Context: an optimization exercise on an open-source flow, tuned for small area and a short achievable clock period. The choices shown serve that exercise and are no tape-out recipe.
At most, simulation tests tie the RTL to the original design; equivalence was not proved.
Function not checked in runs 2 to 4: the RTL went through the layout flow alone.

## flow/design.v (module list and top-level ports; edited modules follow where they fit)
// module fp_ones_below: 23 lines
// module fp_round: 32 lines
// module fp_sub: 54 lines
// module fp_mul_array: 1935 lines
// module fp_mul: 28 lines
// module fp_class: 32 lines
// module fp_module: 82 lines
module fp_module (
    input  logic                     i_clk,
    input  logic                     i_rst,
    input  fp_format_pkg::fp_word_t  i_data_r1,
    input  fp_format_pkg::fp_word_t  i_data_r2,
    input  logic [5-1:0]      i_alu_ctrl,
    output fp_format_pkg::fp_word_t  o_data,
    output logic                     o_invalid
);
  // ...
==> flow/flow/run.sh <==
#!/bin/bash
set -euo pipefail
# ABC maps for area without its own gate sizing (flow/abc_area.script);
# the timing repair after placement sizes the paths that need it.
rm -rf scripts_local
cp -r "$FLOW_HOME/scripts" scripts_local
cp flow/abc_area.script scripts_local/abc_area.script
export SCRIPTS_DIR="$PWD/scripts_local"
export BUFFER_PORTS_ARGS="-buffer_cell sky130_fd_sc_hd__buf_1"
R=orfs/results/sky130hd/fp_module/base
bash standard.sh synth > standard_synth.log 2>&1
cp $R/1_2_yosys.v yosys_netlist_standard.v
python3 flow/fixpol.py yosys_netlist_standard.v $R/1_2_yosys.v > fixpol.log 2>&1
rm -f $R/1_synth.odb $R/1_synth.sdc
bash standard.sh finish > standard_flow.log 2>&1
==> flow/flow/abc_area.script <==
strash
dch
map -B 0.9
==> flow/flow/fixpol.py <==
#!/usr/bin/env python3
"""Remove inverters around full-adder cells in a flat sky130 netlist.

A full adder is self-dual: FA(~a,~b,~c) = (~sum, ~cout). Every inverter is
folded into the polarity of the net it drives, each full adder is then
flipped or not so that as few nets as possible are needed in complemented
form, and one inverter is put back for each net that still is.

usage: fixpol.py IN.v OUT.v
"""
import re, sys

src_text = open(sys.argv[1]).read()

inst_re = re.compile(r'^(\s*)(sky130_fd_sc_hd__\w+)\s+(\S+)\s*\((.*?)\);\n', re.S | re.M)
pin_re = re.compile(r'\.(\w+)\(\s*(.*?)\s*\)(?=\s*[,)]|\s*$)', re.S)

OUT_PINS = {'X', 'Y', 'SUM', 'COUT', 'Q', 'Q_N', 'HI', 'LO'}
def is_inv(t):
    return re.fullmatch(r'sky130_fd_sc_hd__(clk)?inv_\d+', t) is not None
XOR_PAIR = {}
for w in ('2',):
    for d in ('1', '2', '4'):
        XOR_PAIR[f'sky130_fd_sc_hd__xor{w}_{d}'] = f'sky130_fd_sc_hd__xnor{w}_{d}'
        XOR_PAIR[f'sky130_fd_sc_hd__xnor{w}_{d}'] = f'sky130_fd_sc_hd__xor{w}_{d}'
def is_xor(t):
    return t in XOR_PAIR
def is_fa(t):
    return re.fullmatch(r'sky130_fd_sc_hd__fa_\d+', t) is not None

cells = []   # dicts: type, name, pins (list of [pin, net])
pieces = []  # text pieces and cell indices in order
pos = 0
for m in inst_re.finditer(src_text):
    pieces.append(src_text[pos:m.start()])
    body = m.group(4)
    pins = [[p, n.strip()] for p, n in re.findall(r'\.(\w+)\(([^()]*)\)', body)]
    cells.append({'indent': m.group(1), 'type': m.group(2), 'name': m.group(3), 'pins': pins})
    pieces.append(len(cells) - 1)
    pos = m.end()
pieces.append(src_text[pos:])

driver = {}
for i, c in enumerate(cells):
    for p, n in c['pins']:
        if p in OUT_PINS:
            driver[n] = (i, p)

# canonical (source net, complemented) of each net, folding inverter chains
canon_cache = {}
def canon(n):
    if n in canon_cache:
        return canon_cache[n]
    d = driver.get(n)
    if d is not None and is_inv(cells[d[0]]['type']):
        a = [x for p, x in cells[d[0]]['pins'] if p == 'A'][0]
        s, pol = canon(a)
        r = (s, pol ^ 1)
    else:
        r = (n, 0)
    canon_cache[n] = r
    return r

port_nets = set()
hdr = re.findall(r'^\s*(?:output)\s+(?:\[[^\]]*\]\s*)?(\S+);', src_text, re.M)
for h in hdr:
    port_nets.add(h)

fa_ids = [i for i, c in enumerate(cells) if is_fa(c['type'])]
inv_ids = set(i for i, c in enumerate(cells) if is_inv(c['type']))
fa_index = {i: k for k, i in enumerate(fa_ids)}

# consumers: list of (cell index, pin index, source, pol)
consumers = []
for i, c in enumerate(cells):
    if i in inv_ids:
        continue
    for k, (p, n) in enumerate(c['pins']):
        if p in OUT_PINS:
            continue
        s, pol = canon(n)
        consumers.append((i, k, s, pol))

# inverter outputs that are also ports or feed non-cell uses: keep them simple by
# treating any port net driven by an inverter as a consumer of its source
port_consumers = []
for n in port_nets:
    d = driver.get(n)
    if d is not None and d[0] in inv_ids:
        s, pol = canon(n)
        port_consumers.append((n, s, pol))

flip = {i: 0 for i in fa_ids}
def src_flip(s):
    d = driver.get(s)
    if d is not None and d[0] in flip:
        return flip[d[0]]
    return 0

by_src = {}
for ci, (i, k, s, pol) in enumerate(consumers):
    by_src.setdefault(s, []).append(ci)
for (n, s, pol) in port_consumers:
    by_src.setdefault(s, []).append(('port', n, pol))

def need_inv(s):
    f = src_flip(s)
    for ci in by_src.get(s, []):
        if isinstance(ci, tuple):
            if ci[2] ^ f:
                return True
            continue
        i, k, _, pol = consumers[ci]
        if is_xor(cells[i]['type']):
            continue
        cf = flip.get(i, 0)
        if pol ^ cf ^ f:
            return True
    return False

fa_srcs = {}
for i in fa_ids:
    ss = set()
    for p, n in cells[i]['pins']:
        if p in OUT_PINS:
            ss.add(n)
        else:
            ss.add(canon(n)[0])
    fa_srcs[i] = ss

def local_cost(i):
    return sum(need_inv(s) for s in fa_srcs[i])

before = sum(need_inv(s) for s in by_src)
for it in range(20):
    changed = 0
    for i in fa_ids:
        c0 = local_cost(i)
        flip[i] ^= 1
        c1 = local_cost(i)
        if c1 < c0:
            changed += 1
        else:
            flip[i] ^= 1
    if not changed:
        break
after_srcs = [s for s in by_src if need_inv(s)]

def esc(n):
    return n + ' ' if n.startswith('\\') else n

# rewrite
newinv = {}
extra_wires = []
extra_cells = []
def comp_net(s):
    if s not in newinv:
        n = f'_fixpol_n{len(newinv)}_'
        newinv[s] = n
        extra_wires.append(n)
        extra_cells.append(f'  sky130_fd_sc_hd__inv_1 _fixpol_i{len(newinv)}_ (\n    .A({esc(s)}),\n    .Y({n})\n  );\n')
    return newinv[s]

ntoggle = 0
for (i, k, s, pol) in consumers:
    f = src_flip(s) ^ flip.get(i, 0) ^ pol
    if f and is_xor(cells[i]['type']):
        # an XOR absorbs a complemented input by becoming an XNOR, and back
        cells[i]['type'] = XOR_PAIR[cells[i]['type']]
        # xor cells drive X, xnor cells drive Y
        for pn in cells[i]['pins']:
            if pn[0] in ('X', 'Y'):
                pn[0] = 'Y' if 'xnor' in cells[i]['type'] else 'X'
        ntoggle += 1
        cells[i]['pins'][k][1] = s
        continue
    cells[i]['pins'][k][1] = comp_net(s) if f else s
# port nets driven by inverters: drive them with an assign-free buffer via inverter
port_fix = []
for (n, s, pol) in port_consumers:
    f = src_flip(s) ^ pol
    port_fix.append((n, s, f))

out = []
for pc in pieces:
    if isinstance(pc, str):
        out.append(pc)
        continue
    i = pc
    c = cells[i]
    if i in inv_ids:
        continue
    pins = ',\n'.join(f'    .{p}({esc(n)})' for p, n in c['pins'])
    out.append(f"{c['indent']}{c['type']} {c['name']} (\n{pins}\n  );\n")
text = ''.join(out)
add = ''.join(f'  wire {w};\n' for w in extra_wires)
add_cells = ''.join(extra_cells)
for (n, s, f) in port_fix:
    if f:
        add_cells += f'  sky130_fd_sc_hd__inv_1 _fixpol_p{len(add_cells)}_ (\n    .A({s}),\n    .Y({n})\n  );\n'
    else:
        add_cells += f'  sky130_fd_sc_hd__buf_1 _fixpol_p{len(add_cells)}_ (\n    .A({s}),\n    .X({n})\n  );\n'
idx = text.rfind('endmodule')
text = text[:idx] + add + add_cells + text[idx:]
open(sys.argv[2], 'w').write(text)
print(f'xor/xnor swaps {ntoggle}; inverters: {len(inv_ids)} before, {len(newinv)} after; flipped {sum(flip.values())} of {len(fa_ids)} full adders; needed {before} -> {len(after_srcs)}', file=sys.stderr)
==> flow/standard.sh <==
#!/bin/bash
# synth_recipe.tcl (not shown) runs the flow's synth.tcl, then flattens the netlist and writes it again
# the make line also repeats each setting of config.mk as NAME=value (left out here)
make -C /OpenROAD-flow-scripts/flow DESIGN_CONFIG=/design/flow/config.mk WORK_HOME=/design/flow/orfs CLKGATE_MAP_FILE= SYNTH_SCRIPT=/design/flow/synth_recipe.tcl "${@:-finish}"
==> flow/config.mk <==
export PLATFORM = sky130hd
export DESIGN_NAME = fp_module
export DESIGN_NICKNAME = fp_module
export VERILOG_FILES = /design/flow/design.v
export SDC_FILE = /design/flow/constraint.sdc
export NUM_CORES = 4
export LEC_CHECK = 0
export ABC_AREA = 1
export CAP_MARGIN = 0
export CORE_MARGIN = 2
export CORE_UTILIZATION = 40
export SETUP_SLACK_MARGIN = 5
export SLEW_MARGIN = 0
==> flow/constraint.sdc <==
create_clock -name core_clock -period 17.0 [get_ports {i_clk}]
set_input_delay 3.4000 -clock core_clock [delete_from_list [all_inputs] [get_ports {i_clk}]]
set_output_delay 3.4000 -clock core_clock [all_outputs]
set_load 0.01 [all_outputs]
==> reports/summary.log, run 1 <==
INFO  status         outcome=no timing/DRC/antenna violations
INFO  clock_network  cts_tree=built
INFO  layout         stdcell_area=0.02834mm2
INFO  floorplanning  num_rows=87
INFO  layout         clock_cell_area_share=0.005564
INFO  detailed_routing wirelength_met1=41.08mm
INFO  global_routing global_route.peak_usage_layer=met2
INFO  synth          synth_area=0.02294mm2
INFO  worst_setup_path cp.arrival=11790ps
INFO  synth          mappedNetlistNets=3839
INFO  placement      placed_cells=4268
INFO  timing         final_min_period_over_clock_period=0.6818
INFO  worst_setup_path crit_top_cell=buf_4
INFO  floorplanning  floorplan.io_pins=104
INFO  layout         post_layout_nonfiller_instances=4465
INFO  layout         regMostFlops=o_data
INFO  layout         finish.utilization=0.5016
INFO  clock_network  ctsHtreeMaxLevel=2
INFO  floorplanning  fp.dieH=243.5um
INFO  timing         whs=3517ps
INFO  worst_setup_path critical_path.startpoint=i_data_r1[24]
INFO  layout         reg.largest.list=o_data: 32 flops, o_invalid: 1 flops
INFO  worst_setup_path cp_max_fo=22
INFO  placement      port_buffers=103
==> module fp_sub, before the edit <==
module fp_sub (
    input  logic [31:0] i_a,
    input  logic [31:0] i_b,
    output logic        o_norm_sign,
    output logic [9:0]  o_norm_exp,
    output logic [26:0] o_norm_sig,
    output logic        o_norm_zero
);
    logic        a_ge;
    logic        eff_sub;
    logic [7:0]  exp_big;
    logic [7:0]  exp_diff;
    logic [23:0] sig_big;
    logic [23:0] sig_small;
    logic [8:0]  ed_ab;
    logic [26:0] sh [0:5];
    logic [5:0]  st;
    logic        far;
    logic [26:0] small_al;
    logic [27:0] mag;
    logic [4:0]  lz;
    logic [27:0] norm;
    assign a_ge    = (i_a[30:0] >= i_b[30:0]);
    assign eff_sub = (i_a[31] == i_b[31]);
    assign ed_ab    = {1'b0, i_a[30:23]} - {1'b0, i_b[30:23]};
    assign exp_diff = ed_ab[8] ? (i_b[30:23] - i_a[30:23]) : ed_ab[7:0];
    assign exp_big   = a_ge ? i_a[30:23] : i_b[30:23];
    assign sig_big   = a_ge ? {(i_a[30:23] != 8'd0), i_a[22:0]} : {(i_b[30:23] != 8'd0), i_b[22:0]};
    assign sig_small = a_ge ? {(i_b[30:23] != 8'd0), i_b[22:0]} : {(i_a[30:23] != 8'd0), i_a[22:0]};
    assign sh[0] = {sig_small, 3'b000};
    assign st[0] = 1'b0;
    genvar k;
    generate
        for (k = 0; k < 5; k++) begin : g_align
            localparam int S = 1 << (4 - k);
            assign sh[k+1] = exp_diff[4-k] ? (sh[k] >> S) : sh[k];
            assign st[k+1] = st[k] | (exp_diff[4-k] & (|sh[k][S-1:0]));
        end
    endgenerate
    assign far      = |exp_diff[7:5];
    assign small_al = far ? {26'd0, |sig_small} : {sh[5][26:1], sh[5][0] | st[5]};
    assign mag = {1'b0, sig_big, 3'b000} + ({1'b0, small_al} ^ {28{eff_sub}}) + {27'd0, eff_sub};
    always_comb begin
        lz = 5'd27;
        for (int i = 0; i < 28; i++) begin
            if (mag[i]) lz = 5'(27 - i);
        end
    end
    assign norm = mag << lz;
    assign o_norm_zero = (mag == 28'd0);
    assign o_norm_sign = a_ge ? i_a[31] : ~i_b[31];
    assign o_norm_sig  = {norm[27:2], norm[1] | norm[0]};
    assign o_norm_exp  = {2'b00, exp_big} + 10'd1 - {5'd0, lz};
endmodule
==> inputs of run 2 (changes only) <==
--- a/flow/design.v
+++ b/flow/design.v
@@ -9,16 +9,48 @@
 package fp_op_pkg;
     typedef enum logic [5-1:0] {
         FP_FSUB   = 5'b01010,
         FP_FMUL   = 5'b01011,
         FP_FCLASS = 5'b01111
     } fp_op_e;
     typedef logic [32-1:0] fp_class_t;
 endpackage
+module fp_add_sk #(
+    parameter int W = 48,
+    parameter int L = 6      
+) (
+    input  logic [W-1:0] i_a,
+    input  logic [W-1:0] i_b,
+    input  logic         i_cin,
+    output logic [W-1:0] o_sum
+);
+    logic [W-1:0] p;
+    logic [W-1:0] g [0:L];
+    logic [W-1:0] t [0:L];
+    assign p    = i_a ^ i_b;
+    assign g[0] = (i_a & i_b) | {{(W-1){1'b0}}, p[0] & i_cin};
+    assign t[0] = p;
+    genvar l, i;
+    generate
+        for (l = 0; l < L; l++) begin : g_lv
+            for (i = 0; i < W; i++) begin : g_bit
+                if (((i >> l) & 1) == 1) begin : g_merge
+                    localparam int J = ((i >> l) << l) - 1;
+                    assign g[l+1][i] = g[l][i] | (t[l][i] & g[l][J]);
+                    assign t[l+1][i] = t[l][i] & t[l][J];
+                end else begin : g_pass
+                    assign g[l+1][i] = g[l][i];
+                    assign t[l+1][i] = t[l][i];
+                end
+            end
+        end
+    endgenerate
+    assign o_sum = p ^ {g[L][W-2:0], i_cin};
+endmodule
 module fp_ones_below #(
     parameter int W = 24,
     parameter int L = 5      
 ) (
     input  logic [W-2:0] i_bits,
     output logic [W-1:0] o_ones
 );
     logic [W-1:0] lv [0:L];
@@ -105,17 +137,22 @@
         for (k = 0; k < 5; k++) begin : g_align
             localparam int S = 1 << (4 - k);
             assign sh[k+1] = exp_diff[4-k] ? (sh[k] >> S) : sh[k];
             assign st[k+1] = st[k] | (exp_diff[4-k] & (|sh[k][S-1:0]));
         end
     endgenerate
     assign far      = |exp_diff[7:5];
     assign small_al = far ? {26'd0, |sig_small} : {sh[5][26:1], sh[5][0] | st[5]};
-    assign mag = {1'b0, sig_big, 3'b000} + ({1'b0, small_al} ^ {28{eff_sub}}) + {27'd0, eff_sub};
+    fp_add_sk #(.W(28), .L(5)) u_add (
+        .i_a   ({1'b0, sig_big, 3'b000}),
+        .i_b   ({1'b0, small_al} ^ {28{eff_sub}}),
+        .i_cin (eff_sub),
+        .o_sum (mag)
+    );
     always_comb begin
         lz = 5'd27;
         for (int i = 0; i < 28; i++) begin
             if (mag[i]) lz = 5'(27 - i);
         end
     end
     assign norm = mag << lz;
     assign o_norm_zero = (mag == 28'd0);
@@ -2051,17 +2088,17 @@
     assign s939 = c766 ^ s849 ^ c848;
     assign c940 = (c766 & s849) | (c766 & c848) | (s849 & c848);
     assign s941 = 1'b1 ^ s851 ^ c850;
     assign c942 = (1'b1 & s851) | (1'b1 & c850) | (s851 & c850);
     assign s943 = pp323 ^ pp348 ^ c852;
     assign c944 = (pp323 & pp348) | (pp323 & c852) | (pp348 & c852);
     assign row_x = {s943, s941, s939, s937, s935, s933, s931, s929, s927, s925, s923, s921, s919, s917, s915, s913, s911, s909, s907, s905, s903, s901, s899, s897, s895, s893, s891, s889, s887, s885, s883, s881, s879, s877, s875, s873, s871, s869, s867, s865, s863, s861, s859, s857, s855, pp54, pp2, pp1};
     assign row_y = {c942, c940, c938, c936, c934, c932, c930, c928, c926, c924, c922, c920, c918, c916, c914, c912, c910, c908, c906, c904, c902, c900, c898, c896, c894, c892, c890, c888, c886, c884, c882, c880, c878, c876, c874, c872, c870, c868, c866, c864, c862, c860, c858, c856, c854, s853, 1'b0, pp27};
-    assign p = row_x + row_y;
+    fp_add_sk #(.W(48), .L(6)) u_cpa (.i_a(row_x), .i_b(row_y), .i_cin(1'b0), .o_sum(p));
 endmodule
 module fp_mul (
     input  logic [31:0] i_a,
     input  logic [31:0] i_b,
     output logic        o_norm_sign,
     output logic [9:0]  o_norm_exp,
     output logic [26:0] o_norm_sig,
     output logic        o_norm_zero
==> flow/flow/run.sh (replaced) <==
#!/bin/bash
set -euo pipefail
export BUFFER_PORTS_ARGS="-buffer_cell sky130_fd_sc_hd__buf_1"
R=orfs/results/sky130hd/fp_module/base
bash standard.sh synth > standard_synth.log 2>&1
cp $R/1_2_yosys.v yosys_netlist_standard.v
python3 flow/fixpol.py yosys_netlist_standard.v $R/1_2_yosys.v > fixpol.log 2>&1
rm -f $R/1_synth.odb $R/1_synth.sdc
bash standard.sh finish > standard_flow.log 2>&1
==> flow/config.mk (replaced) <==
export PLATFORM = sky130hd
export DESIGN_NAME = fp_module
export DESIGN_NICKNAME = fp_module
export VERILOG_FILES = /design/flow/design.v
export SDC_FILE = /design/flow/constraint.sdc
export NUM_CORES = 4
export LEC_CHECK = 0
export ABC_AREA = 1
export CAP_MARGIN = 20
export CORE_MARGIN = 2
export CORE_UTILIZATION = 40
export SETUP_SLACK_MARGIN = 4.5
export SLEW_MARGIN = 20
removed: flow/flow/abc_area.script
==> run 2 against run 1 <==
  * Still clean
  * Flip-flop and latch count is the same
  * Die area up 5.3%
  * Final cell count is 2.5% lower
  * Critical path depth rose by 20
  * Clock-buffer cell count stayed put
  * Sequential share of layout area increased by 0.12 points
==> reports/summary.log, run 2 <==
INFO  layout         regMostFlops=o_data
INFO  synth          synth.avg_cell_area=6.915um2
INFO  worst_hold_path whs_endpoint=o_data[8]
INFO  clock_network  max-clock-path-buffers=2
INFO  layout         layout.cells.most_common=nand2_1
INFO  timing         hold_violation_count_in_the_final_report=0
INFO  worst_setup_path cp.arrival=12310ps [+520 ps]
INFO  floorplanning  floorplan.io_pins=104 [unchanged]
INFO  worst_hold_path timing.hold.worst.start=i_rst
INFO  layout         area_delta_synth_final=11.47%
INFO  global_routing wire_length_of_the_first_global_routing_pass=141.1mm
INFO  timing         worst_slew_margin_rel=0.2378
INFO  floorplanning  core=0.06002mm2
INFO  detailed_routing finalWirelength=93.50mm
INFO  worst_setup_path worstPathRequired=17210ps
INFO  floorplanning  num_rows=90 [+3.4%]
INFO  detailed_routing wl_met2=42.33mm
INFO  timing         totalNegativeSetupSlack=0ps
INFO  synth          synthesis.instances=3495
INFO  detailed_routing drc_errors=0
INFO  clock_network  total_number_of_clock_tree_sinks=33
INFO  layout         final_nets=4073
INFO  timing         setup-violations-final=0
INFO  detailed_routing dr.first_iter.drc_count=2295
INFO  layout         layout-drive-gt1-share=0.1216
INFO  synth          yosysWarningCount=12
INFO  detailed_routing wirelength_met1=38.24mm [-6.9%]
INFO  worst_setup_path cp_max_fo=6 [-73%]
INFO  timing         fin_crit=12100ps
INFO  timing         slew_viol_final=0
INFO  detailed_routing detail_route.first_pass.iterations=8
INFO  status         outcome=no timing/DRC/antenna violations
INFO  synth          synth_area=0.02417mm2 [+5.4%]
INFO  global_routing gr-usage-all-layers=0.2868
INFO  clock_network  clock-root-buffer=clkbuf_16
INFO  clock_network  cts_hold_buffers=0
INFO  clock_network  cts_buffers=5
INFO  detailed_routing ant_nets=0
INFO  global_routing antenna_violations_before_repair=4
INFO  global_routing gr_overflow_total=0
INFO  global_routing first_global_vias=24070
INFO  detailed_routing top_layer=met4
INFO  clock_network  ctsHtreeMaxLevel=2 [unchanged]
INFO  placement      detailedPlacementHpwl=68.32mm
INFO  job            cap_viol_max_count=0
INFO  placement      routabilityCongestion=0.9541
INFO  floorplanning  floorplan.initialDensity=0.4027
INFO  worst_setup_path crit_slowest_cell=fa_1
INFO  worst_setup_path startpoint_type=input port
INFO  detailed_routing detailroute.via_count=24980
INFO  placement      port_buffers=103 [unchanged]
INFO  worst_setup_path max_stage_delay=580ps
INFO  clock_network  cts_tree=built
INFO  detailed_routing met3RoutedLength=7.447mm
INFO  layout         reg.largest.list=o_data: 32 flops, o_invalid: 1 flops
INFO  floorplanning  fp.dieH=249.8um [+2.6%]
INFO  detailed_routing post_drt_via_cell_ratio=5.739
INFO  layout         largest_register_ffs=32
INFO  floorplanning  die_area=0.06240mm2
INFO  worst_setup_path endpoint_kind=flop
INFO  timing         max_slew.worst_pin.slew=1142ps
INFO  worst_hold_path min_delay_path_depth=2
INFO  timing         clock.fmax=0.08263GHz
INFO  global_routing grt_max_degree=47
INFO  detailed_routing post_drt_wl_per_cell=21.48um
INFO  synth          mappedNetlistNets=4001 [+4.2%]
INFO  timing         setup_repair_after_global_routing_missed_its_margin=no
INFO  timing         final_min_period_over_clock_period=0.7119 [+0.03007]
INFO  clock_network  cts.clk_slew.worst_paths=60ps
INFO  worst_setup_path critical_path_class=in -> reg
INFO  worst_hold_path worst_hold_path_type=in -> reg
INFO  layout         leading_cell_types_in_the_layout_fill_and_taps_excluded=nand2_1 (612), inv_1 (445), xor2_1 (301), o22ai_1 (299), nand3_1 (282)
INFO  worst_setup_path crit_top_cell=nor2_1
INFO  layout         final.fill_count=6226
INFO  floorplanning  die_w=249.8um
==> run 2: cell type report <==
| type | count | area, um2 | share of cell area |
|---|---|---|---|
| multi-input cells | 2785 | 21450 | 0.7962 |
| inverters | 474 | 1846 | 0.06851 |
| repair buffers | 259 | 1764 | 0.06549 |
| well taps | 782 | 978.4 | 0.03632 |
| flip-flops and latches | 33 | 660.6 | 0.02452 |
| clock buffers | 7 | 142.6 | 0.005295 |
| repair inverters | 9 | 62.56 | 0.002322 |
| clock inverters | 1 | 30.03 | 0.001115 |
| diodes | 2 | 5.005 | 0.0001858 |
==> run 2: metrics by stage <==
stage	hold WS, ps	instance area (um2)	util	std cells	setup slack (ps)
CTS	3406	25730	0.4287	4277	4524
finish	3409	26940	0.4488	4352	4898
detailed placement	3701	25020	0.4168	4235	1745
floorplan	3469	24170	-	3495	4881
global placement	3691	25020	0.4168	4235	1822
global route	3425	26940	0.4488	4352	4353
==> run 2: layer usage <==
| layer | up-vias | track usage |
|---|---|---|
| met3 | 277 | 0.03400 |
| met2 | 1276 | 0.4719 |
| met4 | 0 | 0.1243 |
| met5 | - | 0 |
| li1 | 11660 | - |
| met1 | 11760 | 0.3787 |
==> run 2: worst max-delay path by stage <==
stage,start,endpoint
final,i_data_r2[26],o_data[15]
after CTS,i_data_r1[28],o_data[19]
after global routing,i_data_r2[26],o_data[15]
after detailed placement,i_data_r2[21],o_data[19]
after global placement,i_data_r2[21],o_data[15]
after floorplan,i_data_r2[26],o_data[19]
==> run 2: worst max-delay path: cells and delay by family <==
family          cells  cell delay [ps]
fa+ha+maj           7             3000
xor+xnor            1              200
buf+inv            10             1180
simple gates       30             3020
compound gates      9             1460
==> run 2: timing repair <==
| action | in CTS | in global routing |
|---|---|---|
| pin swaps | 4 | 53 |
| endpoints found under the setup margin | 33 | 33 |
| gates cloned | 11 | 13 |
| gates resized for setup | 72 | 157 |
| buffers inserted | 23 | 60 |
==> inputs of run 3 (changes only) <==
--- a/flow/config.mk
+++ b/flow/config.mk
@@ -7,7 +7,7 @@
 export LEC_CHECK = 0
 export ABC_AREA = 1
-export CAP_MARGIN = 20
+export CAP_MARGIN = 0
 export CORE_MARGIN = 2
 export CORE_UTILIZATION = 40
-export SETUP_SLACK_MARGIN = 4.5
-export SLEW_MARGIN = 20
+export SETUP_SLACK_MARGIN = 5
+export SLEW_MARGIN = 0
==> run 3 against run 2 <==
  * Setup slack better by 340 ps
  * Wire length up 3.3%
  * Maximum frequency up 2.9%
  * Design area up 7.0%
  * Critical path type unchanged
  * Global-route usage up 0.72 points
  * Critical path depth down 6
  * Via count up 4.4%
  * Still clean on timing, DRC and antenna
==> reports/summary.log, run 3 <==
INFO  detailed_routing ant_nets=0 [unchanged]
INFO  layout         post_layout_nonfiller_instances=4467 [+2.6%]
INFO  detailed_routing detailroute.via_count=26070 [+4.4%]
INFO  floorplanning  fp.dieH=249.8um [unchanged]
INFO  timing         setup-violations-final=0 [unchanged]
INFO  clock_network  max-clock-path-buffers=2 [unchanged]
INFO  detailed_routing detail_route.first_pass.iterations=8 [unchanged]
INFO  timing         fin_crit=11760ps [-344.9 ps]
INFO  global_routing gr_overflow_total=0 [unchanged]
INFO  layout         layout-drive-gt1-share=0.1816 [+0.06001]
INFO  floorplanning  floorplan.io_pins=104 [unchanged]
INFO  worst_setup_path max_stage_delay=610ps [+30 ps]
INFO  worst_setup_path worstPathRequired=17160ps [-50 ps]
INFO  placement      routabilityCongestion=0.9571 [+0.31%]
INFO  timing         slew_viol_final=0 [unchanged]
INFO  detailed_routing drc_errors=0 [unchanged]
INFO  layout         regMostFlops=o_data
INFO  global_routing grt_max_degree=47 [unchanged]
INFO  synth          yosysWarningCount=12 [unchanged]
INFO  floorplanning  die_w=249.8um [unchanged]
INFO  worst_setup_path critical_path_class=in -> reg
INFO  worst_setup_path crit_slowest_cell=fa_2
INFO  floorplanning  floorplan.initialDensity=0.4027 [unchanged]
INFO  timing         setup_repair_after_global_routing_missed_its_margin=yes
INFO  global_routing antenna_violations_before_repair=4 [unchanged]
INFO  synth          synth.avg_cell_area=6.915um2 [unchanged]
INFO  clock_network  ctsHtreeMaxLevel=2 [unchanged]
INFO  layout         final_nets=4188 [+2.8%]
INFO  global_routing first_global_vias=24810 [+3.1%]
INFO  worst_setup_path cp.arrival=11920ps [-390 ps]
INFO  floorplanning  core=0.06002mm2 [unchanged]
INFO  global_routing gr-usage-all-layers=0.2940 [+0.007201]
INFO  timing         hold_violation_count_in_the_final_report=0 [unchanged]
INFO  worst_hold_path worst_hold_path_type=in -> reg
INFO  placement      detailedPlace.worstSlack=1722ps [-22.57 ps]
INFO  clock_network  cts_tree=built
INFO  timing         clock.fmax=0.08505GHz [+2.9%]
INFO  clock_network  cts_hold_buffers=0 [unchanged]
INFO  layout         layout.cells.most_common=nand2_1
INFO  job            cap_viol_max_count=0 [unchanged]
INFO  timing         whs=3412ps [+2.960 ps]
INFO  detailed_routing finalWirelength=96.63mm [+3.3%]
INFO  timing         max_slew.worst_pin.slew=1070ps [-71.87 ps]
INFO  global_routing wire_length_of_the_first_global_routing_pass=144.5mm [+2.5%]
INFO  timing         final_min_period_over_clock_period=0.6916 [-0.02029]
INFO  timing         totalNegativeSetupSlack=0ps [unchanged]
INFO  worst_hold_path whs_endpoint=o_data[9]
INFO  synth          mappedNetlistNets=4001 [unchanged]
INFO  synth          synthesis.instances=3495 [unchanged]
INFO  worst_setup_path crit_top_cell=nand2_2
INFO  worst_setup_path endpoint_kind=flop
INFO  placement      detailedPlacementHpwl=67.92mm [-0.58%]
INFO  worst_setup_path cp_max_fo=8 [+2]
INFO  timing         worst_slew_margin_rel=0.2866 [+0.04875]
INFO  detailed_routing post_drt_via_cell_ratio=5.837 [+1.7%]
INFO  clock_network  clock-root-buffer=clkbuf_16
INFO  detailed_routing post_drt_wl_per_cell=21.63um [+0.68%]
INFO  detailed_routing dr.first_iter.drc_count=2509 [+9.3%]
INFO  clock_network  cts.clk_slew.worst_paths=50ps [about the same]
INFO  worst_hold_path min_delay_path_depth=2 [unchanged]
INFO  floorplanning  die_area=0.06240mm2 [unchanged]
INFO  worst_setup_path startpoint_type=input port
INFO  synth          synth_area=0.02417mm2 [unchanged]
INFO  placement      placed_cells=4231 [-0.094%]
INFO  worst_hold_path timing.hold.worst.start=i_rst
INFO  layout         area_delta_synth_final=19.31%
INFO  layout         largest_register_ffs=32 [unchanged]
INFO  layout         leading_cell_types_in_the_layout_fill_and_taps_excluded=nand2_1 (595), inv_1 (427), xor2_1 (298), o22ai_1 (295), nand3_1 (269)
INFO  floorplanning  num_rows=90 [unchanged]
INFO  clock_network  total_number_of_clock_tree_sinks=33 [unchanged]
INFO  clock_network  cts_buffers=5 [unchanged]
INFO  layout         final.fill_count=6077 [-2.4%]
INFO  layout         reg.largest.list=o_data: 32 flops, o_invalid: 1 flops
INFO  placement      port_buffers=103 [unchanged]
INFO  timing         post-route-worst-setup-slack=5243ps [+344.9 ps]
INFO  status         outcome=no timing/DRC/antenna violations
run 3: timing repair:
action / CTS / global route
pin swaps: 31 / 114
setup buffers: 49 / 144
gates cloned: 23 / 10
endpoints found under the setup margin: 33 / 33
resized for setup: 142 / 324
run 3: worst max path at each step:
stage	start	endpoint	cells after the start
finish	i_data_r2[27]	o_data[25]	51
floorplan	i_data_r2[3]	o_data[19]	54
detailed placement	i_data_r2[21]	o_data[19]	58
global route	i_data_r2[27]	o_data[30]	55
global placement	i_data_r2[21]	o_data[15]	56
CTS	i_data_r2[3]	o_data[7]	53
run 3: metrics by stage:
stage,cell area (um2),utilization
finish,28830,0.4804
global placement,24990,0.4163
global route,28830,0.4803
floorplan,24170,-
detailed placement,24990,0.4163
CTS,26320,0.4385
run 3: layout make-up:
class	instances	area, um2	share of cell area
Sequential cell	33	660.6	0.02291
Antenna cell	2	5.005	0.0001736
Tap cell	782	978.4	0.03393
Timing Repair Buffer	367	2869	0.09950
Timing Repair inverter	11	72.57	0.002517
Inverter	474	1904	0.06604
Clock buffer	7	142.6	0.004947
Clock inverter	1	30.03	0.001041
Multi-Input combinational cell	2790	22170	0.7689
run 3: critical path, delay by kind of cell:
kind | cells | cell delay [ps]
buf+inv | 7 | 990
fa+ha+maj | 6 | 2640
xor+xnor | 1 | 160
compound gates | 10 | 1700
simple gates | 27 | 2990
run 3: routing by layer:
layer | global-route usage | vias up | routed length, um | share of wire
li1 | - | 11870 | - | -
met1 | 0.3685 | 12280 | 37410 | 0.39
met2 | 0.4758 | 1540 | 43520 | 0.45
met3 | 0.05736 | 379 | 9556 | 0.099
met4 | 0.1596 | 0 | 6146 | 0.064
met5 | 0 | - | 0 | 0
==> module fp_module, before the edit <==
module fp_module (
    input  logic                     i_clk,
    input  logic                     i_rst,
    input  fp_format_pkg::fp_word_t  i_data_r1,
    input  fp_format_pkg::fp_word_t  i_data_r2,
    input  logic [5-1:0]      i_alu_ctrl,
    output fp_format_pkg::fp_word_t  o_data,
    output logic                     o_invalid
);
    logic                     sub_sign;
    logic [9:0]               sub_exp;
    logic [26:0]              sub_sig;
    logic                     sub_zero;
    logic                     mul_sign;
    logic [9:0]               mul_exp;
    logic [26:0]              mul_sig;
    logic                     mul_zero;
    logic                     is_mul;
    logic [31:0]              rnd_result;
    logic                     rnd_inv;
    fp_op_pkg::fp_class_t     class_code;
    logic                     nan_inf;
    fp_format_pkg::fp_word_t  data_next;
    logic                     invalid_next;
    fp_sub fp_sub_inst (
        .i_a         (i_data_r1),
        .i_b         (i_data_r2),
        .o_norm_sign (sub_sign),
        .o_norm_exp  (sub_exp),
        .o_norm_sig  (sub_sig),
        .o_norm_zero (sub_zero)
    );
    fp_mul fp_mul_inst (
        .i_a         (i_data_r1),
        .i_b         (i_data_r2),
        .o_norm_sign (mul_sign),
        .o_norm_exp  (mul_exp),
        .o_norm_sig  (mul_sig),
        .o_norm_zero (mul_zero)
    );
    assign is_mul = i_alu_ctrl[0];
    fp_round fp_round_inst (
        .i_norm_sign     (is_mul ? mul_sign : sub_sign),
        .i_norm_exp      (is_mul ? mul_exp  : sub_exp),
        .i_norm_sig      (is_mul ? mul_sig  : sub_sig),
        .i_norm_zero     (is_mul ? mul_zero : sub_zero),
        .o_result        (rnd_result),
        .o_range_invalid (rnd_inv)
    );
    fp_class fp_class_inst (
        .i_sign  (i_data_r1[31]),
        .i_exp   (i_data_r1[30:23]),
        .i_frac  (i_data_r1[22:0]),
        .o_class (class_code)
    );
    assign nan_inf = (&i_data_r1[30:23]) | (&i_data_r2[30:23]);
    always_comb begin
        case (i_alu_ctrl)
            5'b01010, 5'b01011: begin
                data_next    = rnd_result;
                invalid_next = rnd_inv | nan_inf;
            end
            5'b01111: begin
                data_next    = class_code;
                invalid_next = 1'b0;
            end
            default: begin
                data_next    = '0;
                invalid_next = 1'b0;
            end
        endcase
    end
    always_ff @(posedge i_clk) begin
        if (i_rst) begin
            o_data    <= '0;
            o_invalid <= 1'b0;
        end else begin
            o_data    <= data_next;
            o_invalid <= invalid_next;
        end
    end
endmodule
==> inputs of run 4 (changes only) <==
--- a/flow/design.v
+++ b/flow/design.v
@@ -108,5 +108,8 @@
     output logic [9:0]  o_norm_exp,
     output logic [26:0] o_norm_sig,
-    output logic        o_norm_zero
+    output logic        o_norm_zero,
+    output logic        o_exact,
+    output logic [31:0] o_exact_result,
+    output logic        o_exact_inv
 );
     logic        a_ge;
@@ -150,4 +153,16 @@
     );
     always_comb begin
+        if (mag[27]) begin
+            o_norm_sig = {mag[27:2], mag[1] | mag[0]};
+            o_norm_exp = {2'b00, exp_big} + 10'd1;
+        end else if (mag[26]) begin
+            o_norm_sig = mag[26:0];
+            o_norm_exp = {2'b00, exp_big};
+        end else begin
+            o_norm_sig = {mag[25:0], 1'b0};
+            o_norm_exp = {2'b00, exp_big} - 10'd1;
+        end
+    end
+    always_comb begin
         lz = 5'd27;
         for (int i = 0; i < 28; i++) begin
@@ -155,9 +170,14 @@
         end
     end
-    assign norm = mag << lz;
+    logic [9:0] exact_exp;
+    logic       exact_unf;
+    assign norm        = mag << lz;
+    assign exact_exp   = {2'b00, exp_big} + 10'd1 - {5'd0, lz};
+    assign exact_unf   = exact_exp[9] | (exact_exp == 10'd0);
     assign o_norm_zero = (mag == 28'd0);
     assign o_norm_sign = a_ge ? i_a[31] : ~i_b[31];
-    assign o_norm_sig  = {norm[27:2], norm[1] | norm[0]};
-    assign o_norm_exp  = {2'b00, exp_big} + 10'd1 - {5'd0, lz};
+    assign o_exact     = (mag[27:25] == 3'b000) & ~o_norm_zero;
+    assign o_exact_result = exact_unf ? 32'd0 : {o_norm_sign, exact_exp[7:0], norm[26:4]};
+    assign o_exact_inv    = exact_unf;
 endmodule
 module fp_mul_array (
@@ -2169,4 +2189,7 @@
     logic [26:0]              sub_sig;
     logic                     sub_zero;
+    logic                     sub_exact;
+    logic [31:0]              sub_exact_result;
+    logic                     sub_exact_inv;
     logic                     mul_sign;
     logic [9:0]               mul_exp;
@@ -2186,5 +2209,8 @@
         .o_norm_exp  (sub_exp),
         .o_norm_sig  (sub_sig),
-        .o_norm_zero (sub_zero)
+        .o_norm_zero (sub_zero),
+        .o_exact        (sub_exact),
+        .o_exact_result (sub_exact_result),
+        .o_exact_inv    (sub_exact_inv)
     );
     fp_mul fp_mul_inst (
@@ -2214,5 +2240,9 @@
     always_comb begin
         case (i_alu_ctrl)
-            5'b01010, 5'b01011: begin
+            5'b01010: begin
+                data_next    = sub_exact ? sub_exact_result : rnd_result;
+                invalid_next = (sub_exact ? sub_exact_inv : rnd_inv) | nan_inf;
+            end
+            5'b01011: begin
                 data_next    = rnd_result;
                 invalid_next = rnd_inv | nan_inf;
--- a/flow/config.mk
+++ b/flow/config.mk
@@ -7,7 +7,7 @@
 export LEC_CHECK = 0
 export ABC_AREA = 1
-export CAP_MARGIN = 0
+export CAP_MARGIN = 20
 export CORE_MARGIN = 2
 export CORE_UTILIZATION = 40
-export SETUP_SLACK_MARGIN = 5
-export SLEW_MARGIN = 0
+export SETUP_SLACK_MARGIN = 4.5
+export SLEW_MARGIN = 20
==> run 4 against run 3 <==
  * Wire length rose by 6.1%
  * Synthesized area rose by 4.5%
  * Sequential share of layout area is 0.072 points higher
  * Clock-buffer cell count unchanged
  * Global-route usage increased by 0.60 points
  * Highest routed layer unchanged
==> reports/summary.log, run 4 <==
INFO  status         outcome=no timing/DRC/antenna violations
INFO  worst_setup_path endpoint_kind=flop
INFO  timing         max_slew.worst_pin.slew=992.9ps [-77.23 ps]
INFO  placement      placed_cells=4533 [+7.1%]
INFO  layout         num_antenna_cells=0 [-2]
INFO  timing         clock.fmax=0.08230GHz [-3.2%]
INFO  floorplanning  fp.dieH=255.3um [+2.2%]
INFO  floorplanning  num_rows=92 [+2.2%]
INFO  detailed_routing dr.first_iter.drc_count=3158 [+26%]
INFO  worst_setup_path startpoint_type=input port
INFO  global_routing gr-usage-all-layers=0.3001 [+0.006025]
INFO  floorplanning  floorplan.initialDensity=0.4027 [about the same]
INFO  detailed_routing post_drt_via_cell_ratio=5.862 [+0.44%]
INFO  layout         regMostFlops=o_data
INFO  job            cap_viol_max_count=0 [unchanged]
INFO  detailed_routing detailroute.via_count=27190 [+4.3%]
INFO  global_routing antenna_violations_before_repair=1 [-3]
INFO  worst_setup_path crit_slowest_cell=a21oi_4
INFO  floorplanning  floorplan.io_pins=104 [unchanged]
INFO  clock_network  max-clock-path-buffers=2 [unchanged]
INFO  layout         leading_cell_types_in_the_layout_fill_and_taps_excluded=nand2_1 (694), inv_1 (455), xor2_1 (301), o22ai_1 (299), nand3_1 (285)
INFO  floorplanning  die_area=0.06518mm2 [+4.5%]
INFO  synth          mappedNetlistNets=4239 [+5.9%]
INFO  placement      port_buffers=103 [unchanged]
INFO  clock_network  cts_tree=built
INFO  clock_network  cts_buffers=5 [unchanged]
INFO  clock_network  clock-root-buffer=clkbuf_16
INFO  timing         post-route-worst-setup-slack=4849ps [-393.8 ps]
INFO  worst_setup_path critical-path-top-delay-family=adder cells
INFO  layout         largest_register_ffs=32 [unchanged]
INFO  placement      detailedPlacementHpwl=75.22mm [+11%]
INFO  detailed_routing ant_nets=0 [unchanged]
INFO  timing         slew_viol_final=0 [unchanged]
INFO  detailed_routing drc_errors=0 [unchanged]
INFO  synth          synth_area=0.02526mm2 [+4.5%]
INFO  placement      routabilityCongestion=0.9758 [+2.0%]
INFO  clock_network  cts_hold_buffers=0 [unchanged]
INFO  worst_setup_path crit_top_cell=nand2_1
INFO  timing         totalNegativeSetupSlack=0ps [unchanged]
INFO  layout         layout-drive-gt1-share=0.1047 [-0.07698]
INFO  global_routing grt_max_degree=46 [-2.1%]
INFO  worst_setup_path path_buf_inv=8 [+1]
INFO  timing         final_min_period_over_clock_period=0.7148 [+0.02317]
INFO  synth          synthesis.instances=3731 [+6.8%]
INFO  floorplanning  core=0.06274mm2 [+4.5%]
INFO  layout         final_nets=4300 [+2.7%]
INFO  detailed_routing post_drt_wl_per_cell=22.10um [+2.2%]
INFO  worst_setup_path worstPathRequired=17210ps [+50 ps]
INFO  global_routing gr_overflow_total=0 [unchanged]
INFO  clock_network  total_number_of_clock_tree_sinks=33 [unchanged]
INFO  worst_setup_path cp.arrival=12360ps [+440 ps]
INFO  layout         finish.utilization=0.4456 [-0.03483]
INFO  clock_network  ctsHtreeMaxLevel=2 [unchanged]
INFO  layout         reg.largest.list=o_data: 32 flops, o_invalid: 1 flops
INFO  timing         setup-violations-final=0 [unchanged]
INFO  timing         worst_slew_margin_rel=0.3310 [+0.04449]
INFO  floorplanning  die_w=255.3um [+2.2%]
INFO  worst_setup_path cp_max_fo=27 [+19]
INFO  detailed_routing detail_route.first_pass.iterations=8 [unchanged]
INFO  synth          synth.avg_cell_area=6.771um2 [-2.1%]
INFO  worst_hold_path worst_hold_path_type=in -> reg
INFO  timing         fin_crit=12150ps [+393.8 ps]
INFO  timing         setup_repair_after_global_routing_missed_its_margin=no
INFO  synth          yosysWarningCount=12 [unchanged]
INFO  timing         hold_violation_count_in_the_final_report=0 [unchanged]
INFO  detailed_routing finalWirelength=102.5mm [+6.1%]
INFO  worst_setup_path max_stage_delay=800ps [+190 ps]
INFO  layout         post_layout_nonfiller_instances=4639 [+3.9%]
INFO  layout         layout.cells.most_common=nand2_1
INFO  global_routing first_global_vias=25570 [+3.1%]
INFO  clock_network  cts.clk_slew.worst_paths=50ps [about the same]
INFO  placement      detailedPlace.worstSlack=2130ps [+407.6 ps]
INFO  layout         area_delta_synth_final=10.65%
INFO  global_routing wire_length_of_the_first_global_routing_pass=153.8mm [+6.4%]
INFO  worst_setup_path critical_path_class=in -> reg
[run 4: cell types whose count changed in the layout (fill, tap and decap cells not counted), moves of 16 or more]
| cell | delta |
|---|---|
| o21ai_1 | +19 |
| nand3_1 | +16 |
| a21oi_1 | +51 |
| nor3_1 | +24 |
| buf_4 | -87 |
| inv_1 | +28 |
| nand4_1 | +30 |
| nor2_1 | +27 |
| nor2_4 | -19 |
| buf_1 | +16 |
| nand2_1 | +99 |
| nand3_2 | -16 |
| o21ai_0 | +21 |
[run 4: final timing paths]
check | end | slack, ps | startpoint | cells past startpoint
max | o_data[19] | 4850 | i_data_r2[13] | 40
min | o_invalid | 3450 | i_alu_ctrl[4] | 4
[run 4: through the flow]
step | hold WS, ps | area (um2)
6_report | 3450 | 27950
5_1_grt | 3496 | 27950
4_1_cts | 3438 | 26980
3_5_place_dp | 3729 | 26320
3_3_place_gp | 3713 | 26320
2_1_floorplan | 3565 | 25260
[run 4: final cells by class]
| class | count | area, um2 |
|---|---|---|
| repair buffers | 260 | 1752 |
| well taps | 846 | 1059 |
| repair inverters | 8 | 52.55 |
| clock buffers | 7 | 142.6 |
| flip-flops and latches | 33 | 660.6 |
| clock inverters | 1 | 30.03 |
| inverters | 479 | 1864 |
| fillers | 6575 | 34780 |
| multi-input cells | 3005 | 22390 |
[run 4: per-layer routing]
layer	up-vias	wire length [um]	GRT usage
met2	1568	44290	0.4708
met3	307	11110	0.05744
met1	12830	42130	0.4077
met5	-	0	0
li1	12490	-	-
met4	0	4993	0.1126
[run 4: what timing repair did]
| item | in CTS | in global routing |
|---|---|---|
| setup buffers | 29 | 52 |
| pin swaps | 5 | 24 |
| resized for setup | 52 | 124 |
| cloned | 7 | 10 |
| endpoints found under the setup margin | 33 | 33 |
[run 4: worst min-delay path: cells and delay by family]
kind / cells / cell delay [ps]
and+or+nand+nor: 3 / 210
buffers and inverters: 1 / 70

[separate check: timing with driven ports]
Ports are ideal in the flow. The routed layouts listed here were re-timed in OpenROAD.
Step 1 sets driving cells, clkbuf_16 on the clock port and buf_2 on the other inputs (assumed; they add their load-dependent delay and slew).
Step 2 moves the port delays by t, midway between the first and last clock arrival at a register: inputs arrive t later, outputs are due t later. That takes back most of the time a late clock gives input paths.
Three values: ideal ports, drivers, drivers and shift; two values: the first two.
run | t (ns) | setup slack, ns | cell pins on the clock port's net
run 1 | 0.306 | 5.409 / 5.378 / 5.072 | 1
run 2 | 0.311 | 4.898 / 4.900 / 4.589 | 1
run 3 | 0.306 | 5.243 / 5.231 / 4.925 | 1
run 4 | 0.311 | 4.849 / 4.834 / 4.522 | 1
After both steps every run listed still meets setup and hold. For run 1, which loses most, drivers alone change the setup slack by -0.031 ns; drivers and shift together by -0.337 ns.
